Background: an optimization exercise with open tools, aiming at small area, a short achievable clock period and few clock cycles per item. Do not read the settings as production practice.
RTL that was checked went through simulation tests only; none was proved equivalent to the original.
Power figures rest on the tool's default switching activity, not on a simulated workload.

==> inputs of trial 10 <==
// rename_unit
module rename_unit (
    input  wire logic                                      clock,
    input  wire logic                                      reset,
    input  wire logic                                      squash,
    input  wire logic                                      request_valid,
    output logic                                           request_ready,
    input  wire logic [2*15-1:0]      request,
    output logic                                           result_valid,
    input  wire logic                                      result_ready,
    output logic [2*18-1:0]           result,
    input  wire logic [2*12-1:0]      retire
);
    localparam int NA = 32;
    localparam int PW = 6;
    localparam int AW = 5;
    localparam int RQ = 2*15;
    localparam int RS = 2*18;
    logic [NA-1:1][PW-1:0]   spec_st;     
    logic [NA-1:1][PW-1:0]   commit_st;   
    logic [NA-1:0][PW-1:0]   spec_q, commit_q;
  ...
Settings: LEC_CHECK=0, CAP_MARGIN=35, CORE_MARGIN=2, CORE_UTILIZATION=48, CTS_CLUSTER_DIAMETER=80, CTS_CLUSTER_SIZE=30, PLACE_DENSITY=0.58, SETUP_SLACK_MARGIN=4.3, SLEW_MARGIN=35; clock period 7.0 ns.
run.sh (not shown) runs the stock make flow with config.mk's settings and CLKGATE_MAP_FILE= SYNTH_SCRIPT=/design/flow/synth_recipe.tcl, a recipe that flattens the netlist after the stock synthesis.
==> build 82 (differences from trial 10) <==
--- a/flow/design.v
+++ b/flow/design.v
@@ -38,27 +38,20 @@
     logic          ov_q;
     logic [RS-1:0] od_q;
     logic          rv0, rv1;
     logic [AW-1:0] rarn0, rarn1;
     logic [PW-1:0] rprn0, rprn1;
     logic [PW-1:0] old0, old1;            
-    logic [PW-1:0] c0, c1;
     logic [PW-1:0] push_e, push_o;        
     logic          we_e, we_o;
     logic [3:0]    row_e, row_o;
     logic [1:0]    nret;
     always_comb begin
         {rv1, rarn1, rprn1, rv0, rarn0, rprn0} = retire;
-        c0 = '0;
-        c1 = '0;
-        for (int i = 1; i < NA; i++) begin
-            c0 |= {PW{rarn0 == AW'(i)}} & commit_q[i];
-            c1 |= {PW{rarn1 == AW'(i)}} & commit_q[i];
-        end
-        old0  = c0;
-        old1  = (rv0 && rarn1 == rarn0) ? rprn0 : c1;
+        old0  = commit_q[rarn0];
+        old1  = (rv0 && rarn1 == rarn0) ? rprn0 : commit_q[rarn1];
         nret  = 2'({1'b0, rv0} + {1'b0, rv1});
         push_e = (rv0 && !ch_q[0]) ? old0 : old1;
         push_o = (rv0 &&  ch_q[0]) ? old0 : old1;
         row_o  = ch_q[4:1];
         row_e  = 4'(ch_q[4:1] + {3'd0, ch_q[0]});
         we_e   = ch_q[0] ? (rv0 && rv1) : (rv0 || rv1);
@@ -67,13 +60,12 @@
     logic [AW-1:0] a0, b0, d0, a1, b1, d1;
     logic          live0, live1;
     logic          enough, out_room, adv;
     logic [PW-1:0] erow, orow, alloc0, alloc1;
     logic          odd0, odd1;
     logic [RS-1:0] renamed;
-    logic [PW-1:0] sa0, sb0, sa1, sb1;
     logic [1:0]    popped;
     always_comb begin
         {a1, b1, d1, a0, b0, d0} = hd_q;
         live0    = hl_q[0];
         live1    = hl_q[1];
         enough   = ge2_q || (ge1_q && !(live0 && live1)) || !(live0 || live1);
@@ -83,27 +75,17 @@
         erow   = hite_q ? pde_q : even_q[he_q];
         orow   = hito_q ? pdo_q : odd_q[head_q[4:1]];
         odd0   = head_q[0];
         odd1   = head_q[0] ^ live0;
         alloc0 = odd0 ? orow : erow;
         alloc1 = odd1 ? orow : erow;
-        sa0 = '0;
-        sb0 = '0;
-        sa1 = '0;
-        sb1 = '0;
-        for (int i = 1; i < NA; i++) begin
-            sa0 |= {PW{a0 == AW'(i)}} & spec_q[i];
-            sb0 |= {PW{b0 == AW'(i)}} & spec_q[i];
-            sa1 |= {PW{a1 == AW'(i)}} & spec_q[i];
-            sb1 |= {PW{b1 == AW'(i)}} & spec_q[i];
-        end
-        renamed[35:30] = fwd_a_q ? alloc0 : sa1;
-        renamed[29:24] = fwd_b_q ? alloc0 : sb1;
+        renamed[35:30] = fwd_a_q ? alloc0 : spec_q[a1];
+        renamed[29:24] = fwd_b_q ? alloc0 : spec_q[b1];
         renamed[23:18] = live1 ? alloc1 : '0;
-        renamed[17:12] = sa0;
-        renamed[11:6]  = sb0;
+        renamed[17:12] = spec_q[a0];
+        renamed[11:6]  = spec_q[b0];
         renamed[5:0]   = live0 ? alloc0 : '0;
     end
     logic          accept_in, hload;
     logic [RQ-1:0] hnext;
     assign request_ready = !sv_q;
     assign accept_in     = request_valid && !sv_q;
==> flow/config.mk (replaced) <==
export PLATFORM = sky130hd
export DESIGN_NAME = rename_unit
export DESIGN_NICKNAME = rename_unit
export VERILOG_FILES = /design/flow/design.v
export SDC_FILE = /design/flow/constraint.sdc
export NUM_CORES = 4
export LEC_CHECK = 0
export CAP_MARGIN = 35
export CORE_MARGIN = 2
export CORE_UTILIZATION = 52
export CTS_CLUSTER_DIAMETER = 80
export CTS_CLUSTER_SIZE = 30
export PLACE_DENSITY = 0.62
export SETUP_SLACK_MARGIN = 4.3
export SLEW_MARGIN = 35
==> trial 72 (differences from trial 10) <==
--- a/flow/design.v
+++ b/flow/design.v
@@ -38,27 +38,20 @@
     logic          ov_q;
     logic [RS-1:0] od_q;
     logic          rv0, rv1;
     logic [AW-1:0] rarn0, rarn1;
     logic [PW-1:0] rprn0, rprn1;
     logic [PW-1:0] old0, old1;            
-    logic [PW-1:0] c0, c1;
     logic [PW-1:0] push_e, push_o;        
     logic          we_e, we_o;
     logic [3:0]    row_e, row_o;
     logic [1:0]    nret;
     always_comb begin
         {rv1, rarn1, rprn1, rv0, rarn0, rprn0} = retire;
-        c0 = '0;
-        c1 = '0;
-        for (int i = 1; i < NA; i++) begin
-            c0 |= {PW{rarn0 == AW'(i)}} & commit_q[i];
-            c1 |= {PW{rarn1 == AW'(i)}} & commit_q[i];
-        end
-        old0  = c0;
-        old1  = (rv0 && rarn1 == rarn0) ? rprn0 : c1;
+        old0  = commit_q[rarn0];
+        old1  = (rv0 && rarn1 == rarn0) ? rprn0 : commit_q[rarn1];
         nret  = 2'({1'b0, rv0} + {1'b0, rv1});
         push_e = (rv0 && !ch_q[0]) ? old0 : old1;
         push_o = (rv0 &&  ch_q[0]) ? old0 : old1;
         row_o  = ch_q[4:1];
         row_e  = 4'(ch_q[4:1] + {3'd0, ch_q[0]});
         we_e   = ch_q[0] ? (rv0 && rv1) : (rv0 || rv1);
@@ -67,13 +60,12 @@
     logic [AW-1:0] a0, b0, d0, a1, b1, d1;
     logic          live0, live1;
     logic          enough, out_room, adv;
     logic [PW-1:0] erow, orow, alloc0, alloc1;
     logic          odd0, odd1;
     logic [RS-1:0] renamed;
-    logic [PW-1:0] sa0, sb0, sa1, sb1;
     logic [1:0]    popped;
     always_comb begin
         {a1, b1, d1, a0, b0, d0} = hd_q;
         live0    = hl_q[0];
         live1    = hl_q[1];
         enough   = ge2_q || (ge1_q && !(live0 && live1)) || !(live0 || live1);
@@ -83,27 +75,17 @@
         erow   = hite_q ? pde_q : even_q[he_q];
         orow   = hito_q ? pdo_q : odd_q[head_q[4:1]];
         odd0   = head_q[0];
         odd1   = head_q[0] ^ live0;
         alloc0 = odd0 ? orow : erow;
         alloc1 = odd1 ? orow : erow;
-        sa0 = '0;
-        sb0 = '0;
-        sa1 = '0;
-        sb1 = '0;
-        for (int i = 1; i < NA; i++) begin
-            sa0 |= {PW{a0 == AW'(i)}} & spec_q[i];
-            sb0 |= {PW{b0 == AW'(i)}} & spec_q[i];
-            sa1 |= {PW{a1 == AW'(i)}} & spec_q[i];
-            sb1 |= {PW{b1 == AW'(i)}} & spec_q[i];
-        end
-        renamed[35:30] = fwd_a_q ? alloc0 : sa1;
-        renamed[29:24] = fwd_b_q ? alloc0 : sb1;
+        renamed[35:30] = fwd_a_q ? alloc0 : spec_q[a1];
+        renamed[29:24] = fwd_b_q ? alloc0 : spec_q[b1];
         renamed[23:18] = live1 ? alloc1 : '0;
-        renamed[17:12] = sa0;
-        renamed[11:6]  = sb0;
+        renamed[17:12] = spec_q[a0];
+        renamed[11:6]  = spec_q[b0];
         renamed[5:0]   = live0 ? alloc0 : '0;
     end
     logic          accept_in, hload;
     logic [RQ-1:0] hnext;
     assign request_ready = !sv_q;
     assign accept_in     = request_valid && !sv_q;
==> flow/config.mk (replaced) <==
export PLATFORM = sky130hd
export DESIGN_NAME = rename_unit
export DESIGN_NICKNAME = rename_unit
export VERILOG_FILES = /design/flow/design.v
export SDC_FILE = /design/flow/constraint.sdc
export NUM_CORES = 4
export LEC_CHECK = 0
export CAP_MARGIN = 35
export CORE_MARGIN = 2
export CORE_UTILIZATION = 40
export CTS_CLUSTER_DIAMETER = 60
export CTS_CLUSTER_SIZE = 30
export PLACE_DENSITY = 0.5
export SETUP_SLACK_MARGIN = 4.3
export SLEW_MARGIN = 35
==> comparison table <==
	trial 72	trial 10	build 82
Share of power burned in registers	42.2%	49.9%	46.7%
Placer Congestion	1.02	1.15	1.04
Pin slew with the least headroom to its limit	965 ps	1060 ps	958 ps
Final wirelength	178 mm	270 mm	160 mm
Leakage component of the power	17.3 nW	18.9 nW	16.6 nW
Share of the final layout cell area in sequential cells	33.6%	32.2%	34.9%
Switching part of the total power	33.1%	38.8%	34.0%
Share of the final layout cell area in multi-input gates	50.4%	52.6%	52.1%
Die Area	109000 sq um	94300 sq um	84400 sq um
Fin crit share	38.9%	42.5%	39.0%
Cell count after synthesis	4090	5006	4090
Die Wd	331 um	307 um	291 um
Met2 Routed Length	75.6 mm	104 mm	67.0 mm
Outcome	complete, no violations	complete, no violations	complete, no violations
Testbench counts of build 82, summed over its fixed seeds: cycles 28,688, bundles 20,000.
Testbench counts of trial 72, summed over its fixed seeds: cycles 28,688, bundles 20,000.
Function not checked in trial 10: the RTL went through the layout flow alone.

[what the ideal ports hide]
Ports are ideal in the flow. The routed layouts listed here were re-timed in OpenROAD.
Step 1, drivers: a clkbuf_16 drives clock and a buf_2 each remaining input, both assumed.
Step 2 adds t to the input delays and takes it off the output delays; t is the mean of the earliest and latest rising clock arrival at the registers after step 1. Input paths then give back, and output paths get back, about the clock's delay inside the block.
Three values: ideal, step 1, step 2; two values: the first two.
run | shift t [ns] | setup slack, ns | hold slack, ns | latest minus earliest clock arrival (ns) | worst slew at a driven data input, ns
trial 10 | 0.748 | 4.025 / 3.929 / 3.180 | 0.465 / 0.465 / 0.465 | 0.056 / 0.055 | 0.29
build 82 | 0.694 | 4.273 / 4.233 / 3.539 | 0.463 / 0.463 / 0.463 | 0.039 / 0.039 | 0.20
trial 72 | 0.720 | 4.275 / 4.233 / 3.512 | 0.460 / 0.460 / 0.460 | 0.038 / 0.037 | 0.20
After both steps setup and hold are still met in every run listed. The setup slack of trial 10, which loses most, moves by -0.096 ns with the drivers and by -0.845 ns with both steps.
